From an optimization exercise on the open Yosys and OpenROAD flow, aimed at small area; shortcuts taken in it are not production practice.
In this exercise RTL edits were held to simulation tests only and were not proved equivalent to the original.
Power is estimated from default activity; no workload was simulated.

==> config.mk <==
export PLATFORM = sky130hd
export DESIGN_NAME = motion_top
export DESIGN_NICKNAME = motion_top
export VERILOG_FILES = /design/flow/design.v
export SDC_FILE = /design/flow/constraint.sdc
export NUM_CORES = 4
export LEC_CHECK = 0
export CAP_MARGIN = 20
export CORE_MARGIN = 2
export CORE_UTILIZATION = 65
export PLACE_DENSITY = 0.75
export SLEW_MARGIN = 20
export SYNTH_HIERARCHICAL = 1
export SYNTH_MINIMUM_KEEP_SIZE = 0
==> constraint.sdc <==
create_clock -name core_clock -period 5.0 [get_ports {clk}]
set_input_delay 1.0000 -clock core_clock [delete_from_list [all_inputs] [get_ports {clk}]]
set_output_delay 1.0000 -clock core_clock [all_outputs]
set_load 0.01 [all_outputs]
==> design.v <==
package motion_pkg;
    typedef struct packed {
        logic [3-1:0] addr;
        logic [32-1:0] data;
    } reg_write_t;
    typedef struct packed {
        logic [1:0] axis;   
        logic       dir;
    } step_cmd_t;
    typedef struct packed {
        logic step;
        logic dir;
    } axis_drive_t;
    typedef struct packed {
        logic [32-1:0] pre_n;
        logic [32-1:0] pulse_n;
        logic [32-1:0] post_n;
    } step_timing_t;
    typedef struct packed {
        logic       invert_dir;
        logic [1:0] axis_sel;
        logic       enable;
    } motor_cfg_t;
    typedef struct packed {
        logic abort_enabled;
        logic abort_polarity;
    } endstop_opt_t;
endpackage
`timescale 1ns/1ps
module step_pulse_gen #(
    parameter bit INV = 1'b0
) (
    input  logic pre_b,
    input  logic pulse_b,
    input  logic post_b,
    input  logic cnt_b,
    input  logic low_ones_p,
    input  logic ld_pre,
    input  logic ld_pulse,
    input  logic ld_post,
    input  logic hold,       
    output logic next_b
);
    assign next_b = (pre_b & ld_pre) | (pulse_b & ld_pulse) | (post_b & ld_post) |
                    ((cnt_b ^ low_ones_p ^ INV) & !hold);
endmodule
module step_pulse_bit0 (
    input  logic pre_b,
    input  logic pulse_b,
    input  logic post_b,
    input  logic cnt_b,
    input  logic ld_pre,
    input  logic ld_pulse,
    input  logic ld_post,
    input  logic hold,
    output logic next_b
);
    assign next_b = (pre_b & ld_pre) | (pulse_b & ld_pulse) | (post_b & ld_post) |
                    (!cnt_b & !hold);
endmodule
module step_ones_nand (
    input  logic ones,
    input  logic cnt_b,
    output logic ones_n
);
    assign ones_n = !(ones && cnt_b);
endmodule
module step_ones_nor (
    input  logic ones_n,
    input  logic cnt_b,
    output logic ones
);
    assign ones = !ones_n && cnt_b;
endmodule
module step_zero_chain (
    input  logic [32-1:0] cnt_n,
    output logic                      done
);
    assign done = &cnt_n[32-1:1];
endmodule
`timescale 1ns/1ps
module motion_top (
    input  logic                        clk,
    input  logic                        rst_n,
    input  logic                        reg_wr_valid,
    input  motion_pkg::reg_write_t      reg_wr,
    input  logic                        cmd_valid,
    input  motion_pkg::step_cmd_t       cmd,
    output logic                        cmd_ready,
    input  logic [4-1:0] endstop,
    output logic [4-1:0]   motor_step,
    output logic [4-1:0]   motor_dir,
    output logic [4-1:0]   motor_enable,
    output logic [4-1:0] endstop_state,
    output logic                        abort
);
    logic [32-1:0] wdata_n;
    logic [32-1:0] pre_q, pulse_q, post_q;   
    logic [15:0] cfg_q;                                  
    logic [7:0]  opt_q;                                  
    logic        unlock;
    logic [7:0]  wsel;
    assign wdata_n = ~(reg_wr.data & {32{rst_n}});
    always_comb begin
        wsel = '0;
        wsel[reg_wr.addr] = reg_wr_valid;
    end
    always_ff @(posedge clk) begin
        if (!rst_n || wsel[0]) pre_q   <= wdata_n;
        if (!rst_n || wsel[1]) pulse_q <= wdata_n;
        if (!rst_n || wsel[2]) post_q  <= wdata_n;
        if (!rst_n || wsel[3]) cfg_q   <= wdata_n[15:0];
        if (!rst_n || wsel[4]) opt_q   <= wdata_n[7:0];
        unlock <= rst_n && wsel[5];
    end
    localparam logic [1:0] ST_IDLE = 2'b00, ST_PRE = 2'b01, ST_PULSE = 2'b11, ST_POST = 2'b10;
    logic [1:0]                state [3];
    logic [32-1:0] cnt_q [3];   
    logic [2:0]                ax_dir;
    logic [2:0]                ax_step;
    logic [2:0]                ax_idle;
    for (genvar a = 0; a < 3; a++) begin : g_axis
        logic                      done;
        logic                      start;
        logic                      ld_pre, ld_pulse, ld_post, hold;
        logic [32-1:1] ones;
        logic [32-1:0] cnt_d;
        assign ax_idle[a] = (state[a] == ST_IDLE);
        assign ax_step[a] = (state[a] == ST_PULSE);
        assign start      = cmd_valid && (cmd.axis == a) && !abort;
        assign ld_pre   = (state[a] == ST_IDLE);
        assign ld_pulse = done && (state[a] == ST_PRE);
        assign ld_post  = done && (state[a] == ST_PULSE);
        assign hold     = ld_pre || ld_pulse || ld_post;
        step_zero_chain u_done (
            .cnt_n (cnt_q[a]),
            .done  (done)
        );
        assign ones[1] = cnt_q[a][0];
        for (genvar i = 2; i < 32; i++) begin : g_ones
            if (i % 2 == 0) begin : g_nand
                step_ones_nand u_st (.ones (ones[i-1]), .cnt_b (cnt_q[a][i-1]), .ones_n (ones[i]));
            end else begin : g_nor
                step_ones_nor u_st (.ones_n (ones[i-1]), .cnt_b (cnt_q[a][i-1]), .ones (ones[i]));
            end
        end
        step_pulse_bit0 u_bit0 (
            .pre_b    (pre_q[0]),
            .pulse_b  (pulse_q[0]),
            .post_b   (post_q[0]),
            .cnt_b    (cnt_q[a][0]),
            .ld_pre   (ld_pre),
            .ld_pulse (ld_pulse),
            .ld_post  (ld_post),
            .hold     (hold),
            .next_b   (cnt_d[0])
        );
        for (genvar i = 1; i < 32; i++) begin : g_bit
            step_pulse_gen #(.INV(i % 2 == 0)) u_bit (
                .pre_b      (pre_q[i]),
                .pulse_b    (pulse_q[i]),
                .post_b     (post_q[i]),
                .cnt_b      (cnt_q[a][i]),
                .low_ones_p (ones[i]),
                .ld_pre     (ld_pre),
                .ld_pulse   (ld_pulse),
                .ld_post    (ld_post),
                .hold       (hold),
                .next_b     (cnt_d[i])
            );
        end
        always_ff @(posedge clk)
            cnt_q[a] <= cnt_d;
        always_ff @(posedge clk) begin
            if (!rst_n)
                state[a] <= ST_IDLE;
            else if (state[a] == ST_IDLE) begin
                if (start)
                    state[a] <= ST_PRE;
            end else if (done)
                state[a] <= {state[a][0], !state[a][1]};
        end
        always_ff @(posedge clk) begin
            if (!rst_n || (start && ax_idle[a]))
                ax_dir[a] <= cmd.dir && rst_n;
        end
    end
    assign cmd_ready = (cmd.axis == 2'd3) || ax_idle[cmd.axis] || abort;
    logic [3:0] sync0, sync1;
    logic [3:0] hit_vec;
    always_ff @(posedge clk) begin
        sync0 <= endstop & {4{rst_n}};
        sync1 <= sync0 & {4{rst_n}};
    end
    assign endstop_state = sync1;
    for (genvar i = 0; i < 4; i++) begin : g_hit
        assign hit_vec[i] = !opt_q[2*i+1] && (sync1[i] != opt_q[2*i]);
    end
    always_ff @(posedge clk) begin
        if (!rst_n)
            abort <= 1'b0;
        else if (|hit_vec)
            abort <= 1'b1;
        else if (unlock)
            abort <= 1'b0;
    end
    logic [3:0] ax_step4, ax_dir4;
    assign ax_step4 = {1'b0, ax_step};
    assign ax_dir4  = {1'b0, ax_dir};
    for (genvar m = 0; m < 4; m++) begin : g_motor
        logic [1:0] sel;
        assign sel = ~cfg_q[4*m+1 +: 2];
        always_ff @(posedge clk) begin
            motor_enable[m] <= !rst_n || cfg_q[4*m];
            motor_step[m]   <= rst_n && ax_step4[sel];
            motor_dir[m]    <= rst_n && (ax_dir4[sel] ^ !cfg_q[4*m+3]);
        end
    end
endmodule
==> flow/run.sh <==
#!/bin/bash
# Own layout flow: the standard ORFS flow with
#  - synthesis identical to synth_recipe.tcl except that ABC maps the
#    combinational logic with an area-oriented script (flow/abc_area.script);
#    registers are untouched by ABC, so they keep the standard names and cells
#  - port buffers of the smallest buffer cell
#  - clock tree built from small clock buffers, without dummy loads
set -euo pipefail
W=$PWD
cat > "$W/area_synth.tcl" <<EOS
proc abc {args} {
  set i [lsearch -exact \$args -script]
  if {\$i >= 0} { lset args [expr {\$i+1}] $W/flow/abc_area.script }
  yosys abc {*}\$args
}
source $W/synth_recipe.tcl
EOS
make -C "$FLOW_HOME" DESIGN_CONFIG="$W/config.mk" WORK_HOME="$W/orfs" CLKGATE_MAP_FILE= \
  SYNTH_SCRIPT="$W/area_synth.tcl" synth > "$W/synth.log" 2>&1
export BUFFER_PORTS_ARGS="-buffer_cell sky130_fd_sc_hd__buf_1"
export CTS_ARGS="-sink_clustering_enable -repair_clock_nets -dont_use_dummy_load -sink_clustering_size 16 -sink_clustering_max_diameter 60 -buf_list {sky130_fd_sc_hd__clkbuf_8}"
bash "$W/standard.sh" > "$W/layout.log" 2>&1
==> flow/abc_area.script <==
&get -n
&st
&deepsyn -T 20
&dch -f
&nf -R 1000 -F 8 -A 4 -a
&put
mfs3 -a
==> standard.sh <==
#!/bin/bash
# synth_recipe.tcl (not shown) runs the flow's synth.tcl, then flattens the netlist and writes it again
# the make line also repeats each setting of config.mk as NAME=value (left out here)
make -C /OpenROAD-flow-scripts/flow DESIGN_CONFIG=/design/flow/config.mk WORK_HOME=/design/flow/orfs CLKGATE_MAP_FILE= SYNTH_SCRIPT=/design/flow/synth_recipe.tcl "${@:-finish}"
==> impl_metrics.csv, run 1 <==
group,metric,value,unit
setup_path,cp_top_family,"simple AND/OR/NAND/NOR gates",
clock_tree,cts_buffers,19,
timing,setup_slack,0.323,ns
yosys,synth.distinct_cells,30,
clock_tree,h-tree-depth,1,
setup_path,critPathLaunchType,"register",
setup_path,reg2reg_to,"cnt_q[1][31]",
grt,grt_max_degree,46,
layout,area_delta_synth_final,14.0,%
hold_path,min_from,"cfg_q[8]",
drt,initialDrtViolationCount,1246,
layout,final_cell_mix,"123 x edfxtp_1, 121 x dfxtp_1, 109 x o21ai_0",
yosys,yosys_warnings,11,
clock_tree,clockBufferDepth,3,
grt,grt_pass1_wl,38300,um
setup_path,crit_slowest_cell,"dfxtp_2",
power_and_ir_drop,power_density,342,nW/um2
setup_path,max_stage_delay,0.36,ns
layout,fin_nets,998,
drt,vias,7625,
setup_path,crit_top_cell,"nand2_1",
setup_path,worst-path-max-fanout,3,
layout,drive_above_1_share,14.2,%
setup_path,reg2reg_depth,32,
grt,grt_pass1_vias,7591,
clock_tree,clk_pin_slew,0.10,ns
timing,setup_violations,0,
timing,worst_slew_pin_slew,0.992,ns
grt,antenna_found_initial,0,
flow_run,cap_violations,0,
setup_path,arrival,5.03,ns
floorplanning,fp.dieH,127,um
setup_path,cp_data_required_time,5.35,ns
floorplanning,ios,64,
power_and_ir_drop,p_total,3.85,mW
hold_path,min_path_type,"register to register",
setup_path,cp-endpoint,"cnt_q[1][31]",
grt,grt-ovfl-total,0,
setup_path,cp-startpoint,"cnt_q[1][1]",
timing,fin_tns_setup,0,ns
timing,fmax,214,MHz
timing,skew,0.0456,ns
setup_path,path_buf_inv,0,
yosys,synth_nets,854,
layout,final_common_cell,"edfxtp_1",
clock_tree,clk_latency,0.54,ns
timing,drv_slew,0,
power_and_ir_drop,p_leak,3.72,nW
floorplanning,die_width,127,um
placed_design,place.gp.congestion,0.856,
drt,ant_nets,0,
yosys,ys_ff_latch,247,
yosys,yosysSeqAreaShare,62.6,%
setup_path,end_kind,"register",
drt,first_pass_iters,13,
status,status,"no timing/DRC/antenna violations",
yosys,syn_area,9870,um2
floorplanning,core,15000,um2
setup_path,critical_path_class,"register to register",
placed_design,dpl.hpwl,15400,um
grt,grt_usage,30.0,%
drt,route.detailed.drc,0,
layout,fillCellCount,1043,
timing,slew_headroom,33.7,%
timing,min_period_over_period,93.5,%
power_and_ir_drop,ir_drop,0.000242,V
drt,wire_per_inst,21.8,um
setup_path,rrSetupSlack,0.32,ns
yosys,avgSynthCellArea,12.2,um2
timing,hold_viol,0,
placed_design,portBuffers,63,
setup_path,cp.depth,32,
floorplanning,rows,45,
drt,vias_per_cell,6.71,
setup_path,r2r-start,"cnt_q[1][1]",
drt,routed_wl,24800,um
layout,diodes,0,
floorplanning,initial_utilization,65.6,%
placed_design,pre_cts_slack,-0.269,ns
clock_tree,clock-sinks,247,
clock_tree,cts_tree,"yes",
timing,fin_crit,4.68,ns
floorplanning,dieArea,16200,um2
yosys,synthCells,807,
clock_tree,cts_root_buf,"clkbuf_8",
## modules after synthesis (local to each module, per instance), excerpt
module,flip-flops and latches,copies in the design
motion_top,247,1
step_zero_chain,0,3
step_pulse_bit0,0,3
step_ones_nor,0,45
step_ones_nand,0,45
## how the worst min path moves through the flow
stage	slack [ns]	end	cells after the start
5_1_grt	0.43	motor_enable[2]	1
2_1_floorplan	0.40	motor_enable[0]	1
6_report	0.40	motor_enable[2]	1
3_5_place_dp	0.41	motor_enable[0]	1
3_3_place_gp	0.40	motor_enable[0]	1
4_1_cts	0.40	motor_enable[2]	1
## metal layers
layer | routed length (um) | GRT usage [%]
met1 | 10000 | 40.5
met2 | 12000 | 50.5
met3 | 2150 | 4.61
met4 | 637 | 9.63
met5 | 0 | 0
## layout make-up
class                           count  area (um2)  share of cell area (%)
Sequential cell                   247        6180                    55.0
Multi-Input combinational cell    554        3840                    34.1
Timing Repair Buffer              123         706                    6.28
Clock buffer                       19         262                    2.33
Tap cell                          188         235                    2.09
Inverter                            6        22.5                   0.200
## per-stage QoR
step           hold WS, ns  area (um2)  utilization (%)  instances
4_1_cts              0.405       11100             73.7       1125
5_1_grt              0.428       11200             74.8       1137
3_5_place_dp         0.407       10800             71.7       1106
6_report             0.397       11200             74.8       1137
2_1_floorplan        0.401        9870                -        807
3_3_place_gp         0.402       10700             71.5       1105
## logic make-up (layout without fill, tap and decap cells)
logic type	Yosys count	in the layout	share of synthesized area (%)
xor gates and xnor gates	95	95	8.43
buffers and inverters	6	148	0.228
AOI/OAI and AO/OA	239	239	17.4
and+or+nand+nor	219	219	11.2
DFF	247	247	62.6
adders and majority gates	1	1	0.127
## state kept, by name, summed over array words and instances, names as in the netlist, 4 cells and up
name / flops
pulse_q: 32
cfg_q: 16
opt_q: 8
motor_enable: 4
state: 6
sync0: 4
motor_dir: 4
post_q: 32
pre_q: 32
motor_step: 4
cnt_q: 96
sync1: 4
## cell usage after synthesis, drive strengths merged
master  number  area share (%)
nor2        14            0.53
a222oi      96             9.7
and2         9            0.57
nor4         4            0.25
o21ai      114             5.8
nand2       94             3.6
o31ai        1           0.076
ha           1            0.13
or4          3            0.23
o21bai       2            0.15
and3         4            0.25
a32o         4            0.41
a221oi       1           0.089
a31oi        1           0.063
nand4       21             1.3
edfxtp     123              37
nand3        5            0.25
and4         3            0.27
or2          1           0.063
a21oi       16            0.81
o22ai        3            0.19
xnor2       49             4.4
xor2        46             4.1
o311a        1            0.10
dfxtp      124              25
nand2b      10            0.63
nor3b        1           0.076
clkinv       6            0.23
nor3         1           0.051
nor2b       49             3.1
## worst register-to-register path: cells and delay by family, from the launching register on
| kind | cells | cell delay [ns] |
|---|---|---|
| xor gates and xnor gates | 1 | 0.13 |
| AOI/OAI and AO/OA | 1 | 0.10 |
| and+or+nand+nor | 30 | 3.89 |
| DFF | 1 | 0.36 |
## report_power, final
group	internal, mW	total, mW	leakage (nW)	switching (mW)
registers	2.34	2.50	2.26	0.160
clock network	0.343	0.939	0.137	0.595
logic	0.200	0.411	1.32	0.211
total	2.88	3.85	3.72	0.966
## what timing repair did
item | in CTS | in global routing
buffers inserted | 0 | 11
hold buffers | 0 | 0
gates resized for setup | 14 | 31
pin swaps | 0 | 0
setup endpoints to repair | 6 | 13
==> inputs of run 2 (changes only) <==
--- a/design.v
+++ b/design.v
@@ -58,25 +58,46 @@
     assign next_b = (pre_b & ld_pre) | (pulse_b & ld_pulse) | (post_b & ld_post) |
                     (!cnt_b & !hold);
 endmodule
-module step_ones_nand (
-    input  logic ones,
-    input  logic cnt_b,
-    output logic ones_n
-);
-    assign ones_n = !(ones && cnt_b);
-endmodule
-module step_ones_nor (
-    input  logic ones_n,
-    input  logic cnt_b,
-    output logic ones
-);
-    assign ones = !ones_n && cnt_b;
+module step_nand2 (
+    input  logic a,
+    input  logic b,
+    output logic y
+);
+    assign y = !(a && b);
+endmodule
+module step_nor2b (
+    input  logic a_n,
+    input  logic b,
+    output logic y
+);
+    assign y = !a_n && b;
+endmodule
+module step_nor2 (
+    input  logic a,
+    input  logic b,
+    output logic y
+);
+    assign y = !(a || b);
+endmodule
+module step_nand2b (
+    input  logic a_n,
+    input  logic b,
+    output logic y
+);
+    assign y = !(!a_n && b);
+endmodule
+module step_nand4 (
+    input  logic [3:0] a,
+    output logic       y
+);
+    assign y = !(&a);
 endmodule
 module step_zero_chain (
-    input  logic [32-1:0] cnt_n,
-    output logic                      done
-);
-    assign done = &cnt_n[32-1:1];
+    input  logic [3:1] cnt_n,
+    input  logic [7:1] grp_n,    
+    output logic       done
+);
+    assign done = (&cnt_n) && !(|grp_n);
 endmodule
 `timescale 1ns/1ps
 module motion_top (
@@ -132,16 +153,32 @@
         assign ld_pulse = done && (state[a] == ST_PRE);
         assign ld_post  = done && (state[a] == ST_PULSE);
         assign hold     = ld_pre || ld_pulse || ld_post;
+        logic [7:0] grp_n;
+        logic [7:1] low_g;
+        for (genvar k = 0; k < 8; k++) begin : g_grp
+            step_nand4 u_p (.a (cnt_q[a][4*k +: 4]), .y (grp_n[k]));
+        end
+        assign low_g[1] = grp_n[0];
+        for (genvar k = 2; k < 8; k++) begin : g_low
+            if (k % 2 == 0) begin : g_even
+                step_nor2 u_g (.a (low_g[k-1]), .b (grp_n[k-1]), .y (low_g[k]));
+            end else begin : g_odd
+                step_nand2b u_g (.a_n (grp_n[k-1]), .b (low_g[k-1]), .y (low_g[k]));
+            end
+        end
         step_zero_chain u_done (
-            .cnt_n (cnt_q[a]),
+            .cnt_n (cnt_q[a][3:1]),
+            .grp_n (grp_n[7:1]),
             .done  (done)
         );
         assign ones[1] = cnt_q[a][0];
         for (genvar i = 2; i < 32; i++) begin : g_ones
-            if (i % 2 == 0) begin : g_nand
-                step_ones_nand u_st (.ones (ones[i-1]), .cnt_b (cnt_q[a][i-1]), .ones_n (ones[i]));
+            if (i % 4 == 0) begin : g_grp_start
+                assign ones[i] = low_g[i/4];
+            end else if (((i-1) < 4 ? ((i-1) % 2 == 1) : ((((i-1) / 4) % 2 == 0) ^ ((i-1) % 2 == 1)))) begin : g_nand
+                step_nand2 u_st (.a (ones[i-1]), .b (cnt_q[a][i-1]), .y (ones[i]));
             end else begin : g_nor
-                step_ones_nor u_st (.ones_n (ones[i-1]), .cnt_b (cnt_q[a][i-1]), .ones (ones[i]));
+                step_nor2b u_st (.a_n (ones[i-1]), .b (cnt_q[a][i-1]), .y (ones[i]));
             end
         end
         step_pulse_bit0 u_bit0 (
@@ -156,7 +193,7 @@
             .next_b   (cnt_d[0])
         );
         for (genvar i = 1; i < 32; i++) begin : g_bit
-            step_pulse_gen #(.INV(i % 2 == 0)) u_bit (
+            step_pulse_gen #(.INV(!((i) < 4 ? ((i) % 2 == 1) : ((((i) / 4) % 2 == 0) ^ ((i) % 2 == 1))))) u_bit (
                 .pre_b      (pre_q[i]),
                 .pulse_b    (pulse_q[i]),
                 .post_b     (post_q[i]),
--- a/flow/run.sh
+++ b/flow/run.sh
@@ -18,5 +18,5 @@
 make -C "$FLOW_HOME" DESIGN_CONFIG="$W/config.mk" WORK_HOME="$W/orfs" CLKGATE_MAP_FILE= \
   SYNTH_SCRIPT="$W/area_synth.tcl" synth > "$W/synth.log" 2>&1
 export BUFFER_PORTS_ARGS="-buffer_cell sky130_fd_sc_hd__buf_1"
-export CTS_ARGS="-sink_clustering_enable -repair_clock_nets -dont_use_dummy_load -sink_clustering_size 16 -sink_clustering_max_diameter 60 -buf_list {sky130_fd_sc_hd__clkbuf_8}"
+export CTS_ARGS="-sink_clustering_enable -repair_clock_nets -dont_use_dummy_load -sink_clustering_size 20 -sink_clustering_max_diameter 60 -buf_list {sky130_fd_sc_hd__clkbuf_8}"
 bash "$W/standard.sh" > "$W/layout.log" 2>&1
==> impl_metrics.csv, run 2 <==
group,metric,value,unit
placed_design,pre_cts_slack,1.62,ns
timing,rsz0062_at_grt,"no",
floorplanning,die_width,127,um
clock_tree,cts_buffers,16,
yosys,avgSynthCellArea,12.3,um2
timing,fmax,323,MHz
layout,area_delta_synth_final,9.37,%
setup_path,end_kind,"register",
grt,grt_max_degree,41,
yosys,synthTopCellsByCount,"124 x dfxtp_1, 123 x edfxtp_1, 116 x o21ai_0",
drt,vias,7475,
setup_path,arrival,3.51,ns
floorplanning,dieArea,16200,um2
clock_tree,post_cts_buffers,0,
flow_run,cap_violations,0,
yosys,synth.distinct_cells,31,
power_and_ir_drop,p_leak,3.45,nW
yosys,synth_most_common_cell,"dfxtp_1",
setup_path,critPathLaunchType,"register",
clock_tree,cts_resized,0,
yosys,ys_ff_latch,247,
layout,fillCellCount,1092,
layout,instances_no_fill,1090,
floorplanning,initial_utilization,65.7,%
timing,min_period_over_period,62.0,%
clock_tree,clock-sinks,247,
setup_path,worst-path-max-fanout,17,
status,status,"no timing/DRC/antenna violations",
placed_design,dpl.hpwl,15900,um
yosys,synth_nets,853,
timing,slew_headroom,33.8,%
grt,grt_usage,30.0,%
clock_tree,clockBufferDepth,3,
yosys,synth-xor-area-share,8.42,%
timing,worst_slew_pin_slew,0.992,ns
yosys,async_flop_share,0,%
hold_path,min_path_type,"register to register",
clock_tree,clk_pin_slew,0.12,ns
yosys,synth_fa_ha_area_share,0.127,%
floorplanning,core,15000,um2
grt,grt-ovfl-total,0,
drt,wire_per_inst,22.2,um
timing,fin_tns_setup,0,ns
timing,setup_slack,1.90,ns
yosys,synth_compound_area_share,17.6,%
grt,antenna_found_initial,0,
yosys,synth_top_area_share,37.4,%
layout,fin_util,71.9,%
clock_tree,hold_buffers,0,
drt,first_pass_iters,10,
yosys,synth_top_area_cell,"edfxtp_1",
drt,route.detailed.drc,0,
layout,fin_nets,951,
grt,grt_pass1_wl,38200,um
drt,ant_nets,0,
layout,drive_above_1_share,4.99,%
yosys,synth.area.mux_share,0,%
power_and_ir_drop,p_total,3.77,mW
yosys,synth_top_family_by_area,"compound AO/OA/AOI/OAI gates",
yosys,syn_area,9880,um2
floorplanning,fp.dieH,127,um
grt,grt_pass1_vias,7288,
clock_tree,cts_root_buf,"clkbuf_8",
power_and_ir_drop,power_density,349,nW/um2
yosys,synth_edf_count,123,
yosys,synth_simple_gate_area_share,11.1,%
layout,final_common_cell,"dfxtp_1",
timing,fin_crit,3.10,ns
timing,setup_violations,0,
placed_design,place.gp.congestion,0.852,
floorplanning,ios,64,
layout,final_cell_mix,"124 x dfxtp_1, 123 x edfxtp_1, 110 x o21ai_0",
placed_design,portBuffers,63,
timing,drv_slew,0,
yosys,synthCells,806,
timing,hold_viol,0,
layout,diodes,0,
clock_tree,h-tree-depth,1,
timing,skew,0.0401,ns
yosys,synth_flop_cell,"dfxtp_1",
setup_path,cp_data_required_time,5.41,ns
power_and_ir_drop,ir_drop,0.000276,V
layout,largest_reg_flops,96,
clock_tree,clk_latency,0.52,ns
yosys,yosysSeqAreaShare,62.5,%
setup_path,critical_path_class,"register to register",
clock_tree,cts_tree,"yes",
drt,vias_per_cell,6.86,
layout,largest_register,"cnt_q",
drt,initialDrtViolationCount,1317,
drt,routed_wl,24200,um
yosys,synth.area.top_cells,"edfxtp_1 37%, dfxtp_1 25%, a222oi_1 9.7%",
placed_design,place_inst,1073,
floorplanning,rows,45,
yosys,yosys_warnings,11,
## run 2: cell types whose count changed in the layout (fill, tap and decap cells not counted), sizes merged, moves of 2 or more
cell    previous run  this run
a21boi             0         3
buf              121        79
clkbuf            21        17
nand2             94        81
nand2b            10        19
nand4             21        25
nor2              14        19
nor2b             49        40
nor4b              0         3
o21ai            114       116
o22ai              3         0
or4                3         0
## run 2: modules after synthesis (local to each module, per instance), a selection
module / cells inside / cell area [um2] / copies in the design / flip-flops and latches
motion_top: 401 / 6970 / 1 / 247
step_zero_chain: 3 / 23.8 / 3 / 0
step_pulse_bit0: 2 / 15.0 / 3 / 0
step_nand2b: 1 / 6.26 / 9 / 0
step_nand4: 1 / 6.26 / 24 / 0
step_nor2b: 1 / 6.26 / 36 / 0
step_nand2: 1 / 3.75 / 33 / 0
step_nor2: 1 / 3.75 / 9 / 0
## run 2: report_power, final
| part | internal [mW] | switching [mW] |
|---|---|---|
| clock network | 0.292 | 0.578 |
| registers | 2.34 | 0.160 |
| logic | 0.189 | 0.211 |
| total | 2.82 | 0.948 |
## run 2: worst max-delay path, stage by stage (launching register included)
cell and delay, ns:
dfxtp_1 0.39, nand4_1 0.21, nor4_1 0.52, and4_1 0.32, nand2_1 0.12, nor2_2 0.77
buf_4 0.38, a222oi_1 0.12, o21ai_0 0.14
## run 2: logic make-up (layout without fill, tap and decap cells)
kind of cell    Yosys count  in the layout
flops                   247            247
compound gates          243            243
simple gates            214            214
xor+xnor                 95             95
buf+inv                   6            102
fa+ha+maj                 1              1
## run 2: final timing paths
| path | start | to | slack (ns) | depth (start not counted) |
|---|---|---|---|---|
| worst max register to register | cnt_q[2][6] | cnt_q[2][11] | 1.90 | 8 |
| worst max-delay path | cnt_q[2][6] | cnt_q[2][11] | 1.90 | 8 |
| worst min-delay path | cfg_q[12] | motor_enable[3] | 0.45 | 1 |
| worst min register to register | cfg_q[12] | motor_enable[3] | 0.45 | 1 |
## run 2: layer usage
metal  wire length, um  track usage, %  vias to the layer above
met4               512            8.92                        0
met2             11700            49.9                      423
li1                  -               -                     3367
met3              2200            4.56                       37
met1              9830            41.5                     3648
met5                 0               0                        -
## run 2: per-stage QoR
step	hold slack, ns	cell area [um2]
2_1_floorplan	0.401	9890
3_3_place_gp	0.406	10500
3_5_place_dp	0.424	10600
4_1_cts	0.450	10800
5_1_grt	0.477	10800
6_report	0.448	10800
## run 2: final cells by class
class                      instances  area (um2)  area share (%)
sequential                       247        6180            57.1
multi-input combinational        553        3750            34.7
tap                              188         235            2.18
inverter                           6        22.5           0.208
clock buffer                      16         220            2.04
timing repair buffer              80         405            3.75
==> inputs of run 3 (changes only) <==
--- a/flow/run.sh
+++ b/flow/run.sh
@@ -18,5 +18,5 @@
 make -C "$FLOW_HOME" DESIGN_CONFIG="$W/config.mk" WORK_HOME="$W/orfs" CLKGATE_MAP_FILE= \
   SYNTH_SCRIPT="$W/area_synth.tcl" synth > "$W/synth.log" 2>&1
 export BUFFER_PORTS_ARGS="-buffer_cell sky130_fd_sc_hd__buf_1"
-export CTS_ARGS="-sink_clustering_enable -repair_clock_nets -dont_use_dummy_load -sink_clustering_size 20 -sink_clustering_max_diameter 60 -buf_list {sky130_fd_sc_hd__clkbuf_8}"
+export CTS_ARGS="-sink_clustering_enable -repair_clock_nets -dont_use_dummy_load -sink_clustering_size 16 -sink_clustering_max_diameter 60 -buf_list {sky130_fd_sc_hd__clkbuf_8}"
 bash "$W/standard.sh" > "$W/layout.log" 2>&1
==> impl_metrics.csv, run 3 <==
group,metric,value,unit
status,status,"no timing/DRC/antenna violations",
yosys,synth_edf_count,123,
clock_tree,cts_buffers,19,
clock_tree,clockBufferDepth,3,
layout,seq_area,6180,um2
setup_path,rrSetupSlack,2.02,ns
grt,grt-ovfl-total,0,
placed_design,portBuffers,63,
yosys,synth_top_area_cell,"edfxtp_1",
timing,min_period_over_period,59.6,%
power_and_ir_drop,power_density,353,nW/um2
yosys,synth_nets,853,
timing,setup_violations,0,
timing,rsz0062_at_grt,"no",
layout,fin_nets,954,
yosys,async_flop_share,0,%
grt,grt_pass1_vias,7323,
clock_tree,clk_pin_slew,0.10,ns
setup_path,cp_data_required_time,5.39,ns
setup_path,critPathLaunchType,"register",
yosys,yosys_warnings,11,
floorplanning,dieArea,16200,um2
yosys,avgSynthCellArea,12.3,um2
drt,vias,7447,
clock_tree,post_cts_buffers,0,
floorplanning,rows,45,
placed_design,dpl.hpwl,15900,um
placed_design,postPlaceCellArea,10600,um2
clock_tree,clk_latency,0.52,ns
layout,multi_input_area,3750,um2
drt,ant_nets,0,
timing,drv_slew,0,
power_and_ir_drop,p_leak,3.47,nW
drt,wire_per_inst,22.1,um
setup_path,crit_chain,"nand4_1 -> nor2_1 -> nand2b_1 -> nor2_1 -> nand2b_1 -> nor2_1 -> nand2b_1 -> nor2b_1 -> nand2_1 -> nor2b_1 -> xnor2_1 -> o21ai_0",
clock_tree,clock-sinks,247,
grt,grt_pass1_wl,38300,um
clock_tree,hold_buffers,0,
setup_path,arrival,3.36,ns
layout,area_delta_synth_final,9.79,%
timing,fmax,336,MHz
layout,fillCellCount,1087,
placed_design,place.gp.congestion,0.852,
layout,design_area,10900,um2
grt,grt_max_degree,41,
hold_path,min_path_cells,1,
floorplanning,die_width,127,um
timing,fin_tns_setup,0,ns
setup_path,max_stage_delay,0.44,ns
timing,worst_slew_pin_slew,0.948,ns
yosys,synth_flop_cell,"dfxtp_1",
grt,grt_usage,30.0,%
clock_tree,cts_root_buf,"clkbuf_8",
timing,setup_slack,2.02,ns
setup_path,critical_path_class,"register to register",
layout,final_common_cell,"dfxtp_1",
layout,largest_reg_flops,96,
timing,skew,0.0218,ns
placed_design,pre_cts_slack,1.62,ns
yosys,synthCells,806,
yosys,synth.distinct_cells,31,
floorplanning,ios,64,
layout,drive_above_1_share,5.30,%
setup_path,reg2reg_depth,12,
flow_run,cap_violations,0,
yosys,synth_most_common_cell,"dfxtp_1",
drt,initialDrtViolationCount,1297,
power_and_ir_drop,ir_drop,0.000220,V
yosys,ys_ff_latch,247,
timing,slew_headroom,36.7,%
yosys,yosysSeqAreaShare,62.5,%
timing,hold_viol,0,
floorplanning,fp.dieH,127,um
drt,first_pass_iters,12,
layout,final_cell_mix,"124 x dfxtp_1, 123 x edfxtp_1, 110 x o21ai_0",
setup_path,crit_slowest_cell,"nor2_1",
floorplanning,initial_utilization,65.7,%
drt,routed_wl,24200,um
clock_tree,cts_resized,0,
drt,vias_per_cell,6.81,
grt,antenna_found_initial,0,
setup_path,end_kind,"register",
setup_path,worst-path-max-fanout,3,
layout,diodes,0,
drt,route.detailed.drc,0,
yosys,synthTopCellsByCount,"124 x dfxtp_1, 123 x edfxtp_1, 116 x o21ai_0",
yosys,syn_area,9880,um2
floorplanning,core,15000,um2
yosys,synth.area.top_cells,"edfxtp_1 37%, dfxtp_1 25%, a222oi_1 9.7%",
timing,fin_crit,2.98,ns
yosys,synth_top_area_share,37.4,%
hold_path,min_path_type,"register to register",
clock_tree,h-tree-depth,1,
clock_tree,cts_tree,"yes",
layout,largest_register,"cnt_q",
## run 3: changes by cell type in the layout (fill, tap and decap cells not counted)
cell	previous run	this run
clkbuf_8	16	19
## run 3: worst paths after layout
kind	startpoint	to
max	cnt_q[0][3]	cnt_q[0][31]
min	cfg_q[7]	motor_dir[1]
max reg2reg	cnt_q[0][3]	cnt_q[0][31]
min reg2reg	cfg_q[7]	motor_dir[1]
## run 3: area by class of cell
class | count | area share (%)
clock buffers | 19 | 2.41
inverters | 6 | 0.208
multi-input cells | 553 | 34.6
flip-flops and latches | 247 | 56.9
well taps | 188 | 2.17
repair buffers | 80 | 3.74
## run 3: cell families (layout without fill, tap and decap cells)
family | count (synthesis) | in the layout | synth area share (%)
DFF | 247 | 247 | 62.5
adders and majority gates | 1 | 1 | 0.127
buffers and inverters | 6 | 105 | 0.228
and+or+nand+nor | 214 | 214 | 11.1
xor gates and xnor gates | 95 | 95 | 8.42
AOI/OAI and AO/OA | 243 | 243 | 17.6
## run 3: Yosys stat by module (local to each module, per instance), excerpt
module           cell area (um2)  flip-flops and latches  cells
step_zero_chain             23.8                       0      3
step_nand4                  6.26                       0      1
step_nor2b                  6.26                       0      1
motion_top                  6970                     247    401
step_pulse_bit0             15.0                       0      2
step_nand2                  3.75                       0      1
step_nand2b                 6.26                       0      1
step_nor2                   3.75                       0      1
## run 3: critical path: cells and delay by family (launching register included)
kind                      cells  cell delay, ns
AOI/OAI and AO/OA             1            0.08
xor gates and xnor gates      1            0.13
DFF                           1            0.41
and+or+nand+nor              10            2.21
## run 3: per-layer routing
| metal | global-route usage, % | routed length, um | vias to the layer above |
|---|---|---|---|
| met5 | 0 | 0 | - |
| met4 | 7.76 | 387 | 0 |
| met3 | 4.73 | 2370 | 31 |
| met2 | 50.4 | 11800 | 411 |
| met1 | 41.2 | 9610 | 3632 |
| li1 | - | - | 3373 |
## run 3: per-stage QoR
stage	utilization, %	std cells	hold WS, ns	total power [mW]
finish	72.2	1093	0.444	3.83
detailed placement	70.2	1073	0.424	2.93
global route	72.2	1093	0.468	3.97
global placement	70.0	1072	0.406	2.89
floorplan	-	806	0.401	2.77
CTS	72.0	1092	0.450	3.83
## run 3: where the power goes
group	switching [mW]	total (mW)	internal, mW	leakage (nW)
clock	0.586	0.929	0.343	0.137
sequential	0.159	2.50	2.34	2.26
combinational	0.211	0.399	0.189	1.07
total	0.956	3.83	2.87	3.47
==> inputs of run 4 (changes only) <==
--- a/config.mk
+++ b/config.mk
@@ -5,10 +5,10 @@
 export SDC_FILE = /design/flow/constraint.sdc
 export NUM_CORES = 4
 export LEC_CHECK = 0
-export CAP_MARGIN = 20
+export CAP_MARGIN = 0
 export CORE_MARGIN = 2
 export CORE_UTILIZATION = 65
 export PLACE_DENSITY = 0.75
-export SLEW_MARGIN = 20
+export SLEW_MARGIN = 0
 export SYNTH_HIERARCHICAL = 1
 export SYNTH_MINIMUM_KEEP_SIZE = 0
==> impl_metrics.csv, run 4 <==
group,metric,value,unit
hold_path,worst_hold_path.endpoint,"motor_enable[3]",
yosys,synth_compound_area_share,17.4,%
drt,route.detailed.drc,0,
timing,worst_slew_pin_slew,1.25,ns
clock_tree,post_cts_buffers,0,
timing,min_period_over_period,59.8,%
hold_path,min_path_type,"register to register",
clock_tree,cts_resized,0,
yosys,yosysSeqAreaShare,62.5,%
drt,wire_per_inst,22.3,um
floorplanning,initial_utilization,65.7,%
floorplanning,fp.dieH,127,um
power_and_ir_drop,power_density,355,nW/um2
setup_path,max_stage_delay,0.40,ns
placed_design,place.gp.congestion,0.854,
power_and_ir_drop,p_total,3.82,mW
setup_path,rrSetupSlack,2.01,ns
clock_tree,clock-sinks,247,
setup_path,reg2reg_depth,12,
yosys,synthCells,807,
yosys,async_flop_share,0,%
yosys,synth_edf_count,123,
layout,fin_util,71.6,%
yosys,synth_top_area_share,37.4,%
hold_path,min_path_cells,1,
floorplanning,rows,45,
drt,first_pass_iters,10,
drt,routed-wl-met3,2260,um
yosys,avgSynthCellArea,12.2,um2
setup_path,arrival,3.35,ns
yosys,synth_most_common_cell,"dfxtp_1",
timing,slew_headroom,16.3,%
setup_path,worst-path-max-fanout,4,
layout,largest_register,"cnt_q",
placed_design,portBuffers,63,
floorplanning,die_width,127,um
setup_path,critPathLaunchType,"register",
clock_tree,clk_latency,0.53,ns
hold_path,min_from,"cfg_q[12]",
clock_tree,hold_buffers,0,
yosys,synth_simple_gate_area_share,11.3,%
setup_path,end_kind,"register",
clock_tree,cts_root_buf,"clkbuf_8",
yosys,ys_ff_latch,247,
layout,area_delta_synth_final,8.97,%
grt,grt_pass1_wl,38500,um
timing,fin_tns_setup,0,ns
grt,grt_max_degree,39,
yosys,syn_area,9880,um2
timing,fin_crit,2.99,ns
layout,largest_reg_flops,96,
timing,rsz0062_at_grt,"no",
setup_path,critical_path_class,"register to register",
yosys,synth.area.top_cells,"edfxtp_1 37%, dfxtp_1 25%, a222oi_1 9.7%",
setup_path,cp_data_required_time,5.36,ns
yosys,synthTopCellsByCount,"124 x dfxtp_1, 123 x edfxtp_1, 114 x o21ai_0",
clock_tree,cts_tree,"yes",
clock_tree,h-tree-depth,1,
drt,ant_nets,0,
timing,setup_violations,0,
floorplanning,ios,64,
floorplanning,dieArea,16200,um2
setup_path,crit_slowest_cell,"dfxtp_1",
clock_tree,cts_buffers,19,
placed_design,dpl.hpwl,16100,um
setup_path,r2r-start,"cnt_q[1][0]",
yosys,synth.area.mux_share,0,%
grt,grt_pass1_vias,7333,
yosys,synth_flop_cell,"dfxtp_1",
yosys,synth_top_area_cell,"edfxtp_1",
floorplanning,core,15000,um2
status,status,"no timing/DRC/antenna violations",
drt,routed-wl-met2,11900,um
layout,diodes,0,
clock_tree,clockBufferDepth,3,
yosys,synth-xor-area-share,8.42,%
grt,grt_usage,30.4,%
drt,top_layer,"met4",
setup_path,crit_chain,"nand4_1 -> nor2_1 -> nand2b_1 -> nor2_1 -> nand2b_1 -> nor2_1 -> nand2b_1 -> nor2b_1 -> nand2_1 -> nor2b_1 -> xnor2_1 -> o21ai_0",
layout,final_common_cell,"dfxtp_1",
timing,fmax,335,MHz
power_and_ir_drop,ir_drop,0.000290,V
setup_path,reg2reg_to,"cnt_q[1][31]",
grt,grt-ovfl-total,0,
drt,vias,7451,
drt,wl_met1,9680,um
drt,vias_per_cell,6.84,
yosys,synth.distinct_cells,30,
clock_tree,clk_pin_slew,0.10,ns
timing,hold_viol,0,
timing,skew,0.0397,ns
flow_run,cap_violations,0,
timing,drv_slew,0,
layout,drive_above_1_share,4.77,%
layout,final_cell_mix,"124 x dfxtp_1, 123 x edfxtp_1, 109 x o21ai_0",
yosys,synth_top_family_by_area,"compound AO/OA/AOI/OAI gates",
drt,initialDrtViolationCount,1267,
yosys,synth_fa_ha_area_share,0.127,%
grt,antenna_found_initial,0,
power_and_ir_drop,p_leak,3.43,nW
layout,fin_nets,951,
yosys,yosys_warnings,11,
drt,routed_wl,24300,um
yosys,synth_nets,854,
[run 4: cell count changes after synthesis, sizes merged, moves of 2 or more]
cell    before  now
o21ai      116  114
o22ai        0    3
a21boi       3    0
nor2        19   23
[run 4: layout make-up]
cell class / count / area [um2]
well taps: 188 / 235
inverters: 6 / 22.5
flip-flops and latches: 247 / 6180
multi-input cells: 554 / 3730
fillers: 1094 / 4270
clock buffers: 19 / 262
repair buffers: 76 / 335
[run 4: per-module statistics from Yosys (local to each module, per instance), a selection]
module / flip-flops and latches / cells
step_nor2: 0 / 1
step_pulse_bit0: 0 / 2
step_nand4: 0 / 1
motion_top: 247 / 402
step_nor2b: 0 / 1
step_nand2: 0 / 1
step_nand2b: 0 / 1
step_zero_chain: 0 / 3
[run 4: how the worst max path moves through the flow]
stage	from	endpoint	slack [ns]
2_1_floorplan	reg_wr[32]	post_q[0]	0.56
3_3_place_gp	reg_wr[32]	post_q[22]	1.66
3_5_place_dp	reg_wr[32]	post_q[18]	1.58
4_1_cts	cnt_q[0][3]	cnt_q[0][31]	2.05
5_1_grt	cnt_q[1][1]	cnt_q[1][31]	1.80
6_report	cnt_q[1][0]	cnt_q[1][31]	2.01
[run 4: critical path, delay by kind of cell, from the launching register on]
family	cells	cell delay, ns
AND/OR/NAND/NOR	10	2.16
flip-flops	1	0.40
AO/OA/AOI/OAI	1	0.12
XOR/XNOR	1	0.13
[run 4: power by group]
| group | leakage, nW | internal [mW] | switching (mW) |
|---|---|---|---|
| logic | 1.03 | 0.180 | 0.207 |
| registers | 2.26 | 2.34 | 0.158 |
| clock network | 0.137 | 0.343 | 0.587 |
| total | 3.43 | 2.86 | 0.953 |
[run 4: cells by family after synthesis]
group / count (synthesis)
xor+xnor: 95
buf+inv: 6
compound gates: 239
fa+ha+maj: 1
flops: 247
simple gates: 219
[run 4: metrics by stage]
| stage | instances | worst slack (ns) | instance area [um2] | hold slack, ns |
|---|---|---|---|---|
| 3_5_place_dp | 1071 | 1.58 | 10500 | 0.409 |
| 6_report | 1090 | 2.01 | 10800 | 0.427 |
| 4_1_cts | 1090 | 2.05 | 10800 | 0.426 |
| 5_1_grt | 1090 | 1.80 | 10800 | 0.459 |
| 3_3_place_gp | 1071 | 1.66 | 10500 | 0.406 |
| 2_1_floorplan | 807 | 0.556 | 9880 | 0.401 |
[run 4: routing by layer]
metal | global-route usage, % | up-vias
met5 | 0 | -
met4 | 9.11 | 0
met2 | 51.3 | 433
met1 | 41.5 | 3594
met3 | 4.02 | 51
li1 | - | 3373
==> inputs of run 5 (changes only) <==
--- a/config.mk
+++ b/config.mk
@@ -7,8 +7,8 @@
 export LEC_CHECK = 0
 export CAP_MARGIN = 0
 export CORE_MARGIN = 2
-export CORE_UTILIZATION = 65
-export PLACE_DENSITY = 0.75
+export CORE_UTILIZATION = 55
+export PLACE_DENSITY = 0.65
 export SLEW_MARGIN = 0
 export SYNTH_HIERARCHICAL = 1
 export SYNTH_MINIMUM_KEEP_SIZE = 0
==> impl_metrics.csv, run 5 <==
group,metric,value,unit
flow_run,cap_violations,0,
yosys,async_flop_share,0,%
yosys,synth_top_area_share,37.4,%
power_and_ir_drop,ir_drop,0.000252,V
yosys,yosysSeqAreaShare,62.5,%
power_and_ir_drop,power_density,353,nW/um2
yosys,avgSynthCellArea,12.3,um2
setup_path,critPathLaunchType,"register",
timing,worst_slew_pin_slew,1.29,ns
grt,grt_usage,25.8,%
floorplanning,die_width,138,um
layout,largest_reg_flops,96,
setup_path,worst-path-max-fanout,22,
drt,first_pass_iters,9,
clock_tree,cts_resized,0,
timing,slew_headroom,13.6,%
clock_tree,cts_buffers,19,
drt,vias_per_cell,6.50,
grt,antenna_found_initial,0,
setup_path,crit_slowest_cell,"nor2_2",
timing,rsz0062_at_grt,"no",
setup_path,critical_path_class,"register to register",
setup_path,crit_chain,"nand4_1 -> nor4_1 -> and4_1 -> nand2_1 -> nor2_2 -> buf_4 -> a222oi_1 -> o21ai_0",
clock_tree,cts_tree,"yes",
setup_path,arrival,3.71,ns
yosys,synth.distinct_cells,30,
drt,ant_nets,0,
floorplanning,dieArea,19000,um2
floorplanning,core,17800,um2
clock_tree,clock-sinks,247,
timing,fmax,306,MHz
yosys,synth_flop_cell,"dfxtp_1",
yosys,ys_ff_latch,247,
grt,grt_pass1_vias,7352,
setup_path,end_kind,"register",
setup_path,rrSetupSlack,1.73,ns
status,status,"no timing/DRC/antenna violations",
yosys,synth_fa_ha_area_share,0.127,%
placed_design,portBuffers,63,
drt,routed_wl,25000,um
clock_tree,clk_latency,0.52,ns
setup_path,cp_top_family,"simple AND/OR/NAND/NOR gates",
yosys,synth.area.top_cells,"edfxtp_1 37%, dfxtp_1 25%, a222oi_1 9.7%",
yosys,synth_nets,853,
setup_path,path_buf_inv,1,
drt,vias,7359,
placed_design,place_inst,1114,
layout,drive_above_1_share,5.31,%
yosys,synth_edf_count,123,
timing,hold_viol,0,
clock_tree,hold_buffers,0,
yosys,synth.area.mux_share,0,%
drt,wire_per_inst,22.1,um
clock_tree,post_cts_buffers,0,
hold_path,min_path_type,"register to register",
layout,fin_nets,953,
clock_tree,clk_pin_slew,0.10,ns
timing,drv_slew,0,
floorplanning,initial_utilization,55.6,%
grt,grt_max_degree,39,
floorplanning,fp.dieH,138,um
timing,skew,0.0237,ns
drt,initialDrtViolationCount,1020,
layout,largest_register,"cnt_q",
yosys,synth_compound_area_share,17.4,%
placed_design,dpl.hpwl,16000,um
timing,setup_violations,0,
layout,instances_no_fill,1133,
yosys,synthCells,806,
layout,diodes,0,
layout,fillCellCount,1458,
grt,grt-ovfl-total,0,
drt,route.detailed.drc,0,
floorplanning,rows,49,
yosys,synthTopCellsByCount,"124 x dfxtp_1, 123 x edfxtp_1, 112 x o21ai_0",
setup_path,cp_data_required_time,5.44,ns
yosys,synth_top_family_by_area,"compound AO/OA/AOI/OAI gates",
setup_path,max_stage_delay,0.89,ns
placed_design,place.gp.congestion,0.820,
grt,grt_pass1_wl,39500,um
yosys,synth_most_common_cell,"dfxtp_1",
clock_tree,h-tree-depth,1,
floorplanning,ios,64,
layout,final_cell_mix,"124 x dfxtp_1, 123 x edfxtp_1, 107 x o21ai_0",
clock_tree,clockBufferDepth,3,
timing,min_period_over_period,65.4,%
layout,area_delta_synth_final,9.87,%
power_and_ir_drop,p_leak,3.45,nW
yosys,synth_simple_gate_area_share,11.3,%
clock_tree,cts_root_buf,"clkbuf_8",
yosys,syn_area,9880,um2
timing,fin_crit,3.27,ns
timing,fin_tns_setup,0,ns
layout,final_common_cell,"dfxtp_1",
yosys,yosys_warnings,11,
yosys,synth-xor-area-share,8.42,%
yosys,synth_top_area_cell,"edfxtp_1",
run 5: cell count changes after synthesis, sizes merged, moves of 2 or more:
cell / before / now
a21oi: 16 / 20
nor2: 23 / 19
o21ai: 114 / 112
o22ai: 3 / 1
run 5: final cells by class:
class                      count  area [um2]  share of cell area, %
inverter                       6        22.5                  0.208
timing repair buffer          79         358                   3.30
clock buffer                  19         262                   2.41
sequential                   247        6180                   56.9
tap                          229         287                   2.64
multi-input combinational    553        3750                   34.5
run 5: cell families after synthesis:
group / Yosys count
AO/OA/AOI/OAI: 240
adder cells (fa/ha/maj): 1
AND/OR/NAND/NOR: 217
XOR/XNOR: 95
buffers and inverters: 6
flip-flops: 247
run 5: final timing paths:
check               from              end  cells past startpoint
min            cfg_q[12]  motor_enable[3]                      1
max reg2reg  cnt_q[2][4]      cnt_q[2][0]                      8
max          cnt_q[2][4]      cnt_q[2][0]                      8
min reg2reg    cfg_q[12]  motor_enable[3]                      1
run 5: worst register-to-register path: stages (launching register included):
cell	delay [ns]
dfxtp_1	0.39
nand4_1	0.21
nor4_1	0.66
and4_1	0.35
nand2_1	0.11
nor2_2	0.89
buf_4	0.36
a222oi_1	0.10
o21ai_0	0.12
run 5: per-module statistics from Yosys (local to each module, per instance), a selection:
module | times used | cell area (um2)
step_nand4 | 24 | 6.26
step_nand2b | 9 | 6.26
step_pulse_bit0 | 3 | 15.0
step_nand2 | 33 | 3.75
motion_top | 1 | 6960
step_nor2 | 9 | 3.75
step_nor2b | 36 | 6.26
step_zero_chain | 3 | 23.8
run 5: power by group:
group	internal (mW)	total [mW]	switching [mW]
Clock	0.343	0.943	0.600
Sequential	2.34	2.50	0.159
Combinational	0.183	0.389	0.205
Total	2.87	3.83	0.964
run 5: routing by layer:
metal	part of all wire, %	GRT usage [%]
met1	42	35.7
met5	0	0
met3	7.6	2.98
met2	48	43.0
met4	2.1	8.43
run 5: through the flow:
step	util, %	cell area, um2	setup WS [ns]	total power, mW	hold slack (ns)
after global placement	59.6	10600	1.66	2.90	0.403
after CTS	61.0	10900	1.89	3.85	0.439
after global routing	61.0	10900	1.70	4.00	0.461
after detailed placement	59.6	10600	1.59	2.93	0.414
final	61.0	10900	1.73	3.83	0.436
after floorplan	-	9890	0.622	2.77	0.401
==> inputs of run 6 (changes only) <==
--- a/flow/run.sh
+++ b/flow/run.sh
@@ -18,5 +18,5 @@
 make -C "$FLOW_HOME" DESIGN_CONFIG="$W/config.mk" WORK_HOME="$W/orfs" CLKGATE_MAP_FILE= \
   SYNTH_SCRIPT="$W/area_synth.tcl" synth > "$W/synth.log" 2>&1
 export BUFFER_PORTS_ARGS="-buffer_cell sky130_fd_sc_hd__buf_1"
-export CTS_ARGS="-sink_clustering_enable -repair_clock_nets -dont_use_dummy_load -sink_clustering_size 16 -sink_clustering_max_diameter 60 -buf_list {sky130_fd_sc_hd__clkbuf_8}"
+export CTS_ARGS="-sink_clustering_enable -repair_clock_nets -dont_use_dummy_load -sink_clustering_size 18 -sink_clustering_max_diameter 60 -buf_list {sky130_fd_sc_hd__clkbuf_8}"
 bash "$W/standard.sh" > "$W/layout.log" 2>&1
--- a/config.mk
+++ b/config.mk
@@ -7,8 +7,8 @@
 export LEC_CHECK = 0
 export CAP_MARGIN = 0
 export CORE_MARGIN = 2
-export CORE_UTILIZATION = 55
-export PLACE_DENSITY = 0.65
+export CORE_UTILIZATION = 65
+export PLACE_DENSITY = 0.75
 export SLEW_MARGIN = 0
 export SYNTH_HIERARCHICAL = 1
 export SYNTH_MINIMUM_KEEP_SIZE = 0
==> impl_metrics.csv, run 6 <==
group,metric,value,unit
status,status,"no timing/DRC/antenna violations",
yosys,synth_top_family_by_area,"compound AO/OA/AOI/OAI gates",
yosys,synth_compound_area_share,17.6,%
yosys,synth_most_common_cell,"dfxtp_1",
layout,largest_register,"cnt_q",
layout,area_delta_synth_final,9.05,%
layout,instances_no_fill,1090,
timing,fin_tns_setup,0,ns
placed_design,place_inst,1072,
layout,diodes,0,
layout,drive_above_1_share,4.88,%
grt,grt_pass1_vias,7273,
placed_design,dpl.hpwl,15700,um
clock_tree,cts_tree,"yes",
timing,slew_headroom,17.0,%
yosys,async_flop_share,0,%
hold_path,min_path_type,"register to register",
setup_path,rrSetupSlack,2.03,ns
yosys,synth.area.top_cells,"edfxtp_1 37%, dfxtp_1 25%, a222oi_1 9.7%",
layout,fillCellCount,1065,
yosys,synth_top_area_share,37.4,%
setup_path,cp_data_required_time,5.39,ns
power_and_ir_drop,p_int,2.85,mW
yosys,syn_area,9880,um2
yosys,synthTopCellsByCount,"124 x dfxtp_1, 123 x edfxtp_1, 116 x o21ai_0",
power_and_ir_drop,power_density,353,nW/um2
clock_tree,post_cts_buffers,0,
yosys,synth_flop_cell,"dfxtp_1",
timing,setup_violations,0,
grt,grt_usage,30.0,%
power_and_ir_drop,p_leak,3.44,nW
setup_path,critPathLaunchType,"register",
clock_tree,cts_resized,0,
timing,fmax,337,MHz
clock_tree,cts_root_buf,"clkbuf_8",
yosys,avgSynthCellArea,12.3,um2
timing,timing.hold.ws,0.429,ns
layout,largest_reg_flops,96,
placed_design,place.gp.congestion,0.852,
grt,grt_pass1_wl,38400,um
floorplanning,dieArea,16200,um2
yosys,synth.area.mux_share,0,%
hold_path,min_path_cells,1,
drt,vias_per_cell,6.74,
grt,antenna_found_initial,0,
floorplanning,core,15000,um2
floorplanning,die_width,127,um
setup_path,crit_chain,"nand4_1 -> nor2_1 -> nand2b_1 -> nor2_1 -> nand2b_1 -> nor2_1 -> nand2b_1 -> nor2b_1 -> nand2_1 -> nor2b_1 -> xnor2_1 -> o21ai_0",
setup_path,worst-path-max-fanout,4,
drt,first_pass_iters,14,
yosys,synth_top_area_cell,"edfxtp_1",
layout,multi_input_area,3750,um2
timing,worst_slew_pin_slew,1.24,ns
clock_tree,clk_pin_slew,0.11,ns
drt,vias,7343,
setup_path,arrival,3.36,ns
setup_path,crit_slowest_cell,"nor2_1",
power_and_ir_drop,clkPwrFrac,24.1,%
timing,hold_viol,0,
placed_design,portBuffers,63,
yosys,synth.distinct_cells,31,
layout,final_common_cell,"dfxtp_1",
floorplanning,ios,64,
clock_tree,cts_buffers,18,
hold_path,min_from,"cfg_q[4]",
yosys,yosysSeqAreaShare,62.5,%
floorplanning,fp.dieH,127,um
drt,routed_wl,24000,um
timing,skew,0.0463,ns
layout,final_cell_mix,"124 x dfxtp_1, 123 x edfxtp_1, 111 x o21ai_0",
yosys,synthCells,806,
drt,wire_per_inst,22.0,um
floorplanning,rows,45,
yosys,synth_simple_gate_area_share,11.1,%
floorplanning,initial_utilization,65.7,%
drt,route.detailed.drc,0,
flow_run,cap_violations,0,
power_and_ir_drop,ir_drop,0.000242,V
power_and_ir_drop,p_switching,0.956,mW
yosys,synth_edf_count,123,
timing,rsz0062_at_grt,"no",
grt,grt_max_degree,41,
setup_path,reg2reg_depth,12,
timing,drv_slew,0,
layout,seq_area,6180,um2
power_and_ir_drop,combPwrFrac,10.3,%
setup_path,max_stage_delay,0.42,ns
setup_path,reg2reg_to,"cnt_q[1][31]",
timing,fin_crit,2.97,ns
power_and_ir_drop,seq_power_share,65.7,%
drt,ant_nets,0,
yosys,synth_fa_ha_area_share,0.127,%
setup_path,r2r-start,"cnt_q[1][2]",
clock_tree,h-tree-depth,1,
clock_tree,clockBufferDepth,3,
hold_path,worst_hold_path.endpoint,"motor_enable[1]",
setup_path,critical_path_class,"register to register",
yosys,ys_ff_latch,247,
drt,initialDrtViolationCount,1239,
power_and_ir_drop,sw_frac_of_total,25.1,%
setup_path,end_kind,"register",
power_and_ir_drop,p_total,3.81,mW
yosys,synth_nets,853,
clock_tree,clk_latency,0.54,ns
timing,min_period_over_period,59.4,%
clock_tree,clock-sinks,247,
clock_tree,hold_buffers,0,
layout,fin_nets,951,
yosys,yosys_warnings,11,
grt,grt-ovfl-total,0,
yosys,synth-xor-area-share,8.42,%
run 6: layout make-up:
class	instances	share of cell area, %
multi-input cells	553	34.8
inverters	6	0.209
clock buffers	18	2.30
well taps	188	2.18
repair buffers	78	3.25
flip-flops and latches	247	57.3
run 6: per-layer routing:
layer,vias to the layer above,share of wire [%],track usage [%]
met4,0,1.5,8.21
li1,3369,-,-
met1,3535,40,41.3
met2,401,48,50.3
met5,-,0,0
met3,38,9.7,4.61
run 6: critical path, delay by kind of cell, from the launching register on:
family | cells | cell delay, ns
AO/OA/AOI/OAI | 1 | 0.09
XOR/XNOR | 1 | 0.15
flip-flops | 1 | 0.41
AND/OR/NAND/NOR | 10 | 2.17
run 6: worst max-delay path by stage:
stage          slack [ns]           end         from
5_1_grt              1.82  cnt_q[1][31]  cnt_q[1][2]
3_5_place_dp         1.62    post_q[21]   reg_wr[32]
4_1_cts              2.10  cnt_q[1][31]  cnt_q[1][2]
6_report             2.03  cnt_q[1][31]  cnt_q[1][2]
3_3_place_gp         1.77    post_q[21]   reg_wr[33]
2_1_floorplan        0.62     post_q[0]   reg_wr[32]
run 6: through the flow:
| stage | setup slack [ns] | area [um2] | util, % |
|---|---|---|---|
| 2_1_floorplan | 0.622 | 9890 | - |
| 3_3_place_gp | 1.77 | 10500 | 70.0 |
| 3_5_place_dp | 1.62 | 10500 | 70.0 |
| 4_1_cts | 2.10 | 10800 | 71.7 |
| 5_1_grt | 1.82 | 10800 | 71.7 |
| 6_report | 2.03 | 10800 | 71.7 |
run 6: per-module statistics from Yosys (local to each module, per instance), excerpt:
module	flops+latches	times used	cell area, um2	cells inside
motion_top	247	1	6970	401
step_nand2b	0	9	6.26	1
step_nand4	0	24	6.26	1
step_nor2	0	9	3.75	1
step_nor2b	0	36	6.26	1
step_pulse_bit0	0	3	15.0	2
step_zero_chain	0	3	23.8	3
run 6: kinds of logic (layout without fill, tap and decap cells):
| family | count (synthesis) | count (layout) |
|---|---|---|
| buf+inv | 6 | 102 |
| simple gates | 214 | 214 |
| flops | 247 | 247 |
| compound gates | 243 | 243 |
| xor+xnor | 95 | 95 |
| fa+ha+maj | 1 | 1 |
run 6: power by group through the flow:
stage          sequential (mW)  clock, mW  combinational (mW)
2_1_floorplan             2.51          0               0.258
3_3_place_gp              2.52          0               0.369
3_5_place_dp              2.54          0               0.384
4_1_cts                   2.50      0.922               0.388
5_1_grt                   2.53      0.997               0.430
6_report                  2.50      0.916               0.390

## what the ideal ports hide
The flow's constraints put no driver on any port. The routed layouts listed below were extracted and timed again, unchanged, in two steps.
Step 1: set_driving_cell puts a clkbuf_16 on clk and a buf_2 on each other input, an assumption about the parent block.
Step 2 moves the port delays by t, midway between the first and last clock arrival at a register: inputs arrive t later, outputs are due t later. That takes back most of the time a late clock gives input paths.
a / b / c = ideal / step 1 / step 2; a / b = the first two.
run	shift t [ns]	setup WS [ns]	pins driven straight from the clock port
run 1	0.562	0.323 / 0.323 / 0.323	1
run 2	0.540	1.902 / 1.902 / 1.902	1
run 3	0.544	2.021 / 2.021 / 1.925	1
run 4	0.551	2.011 / 2.011 / 1.554	1
run 5	0.550	1.730 / 1.730 / 1.629	1
run 6	0.557	2.030 / 2.030 / 1.631	1
After both steps every run listed still meets setup and hold. For run 4, which loses most, drivers alone change the setup slack by 0.000 ns; drivers and shift together by -0.457 ns.
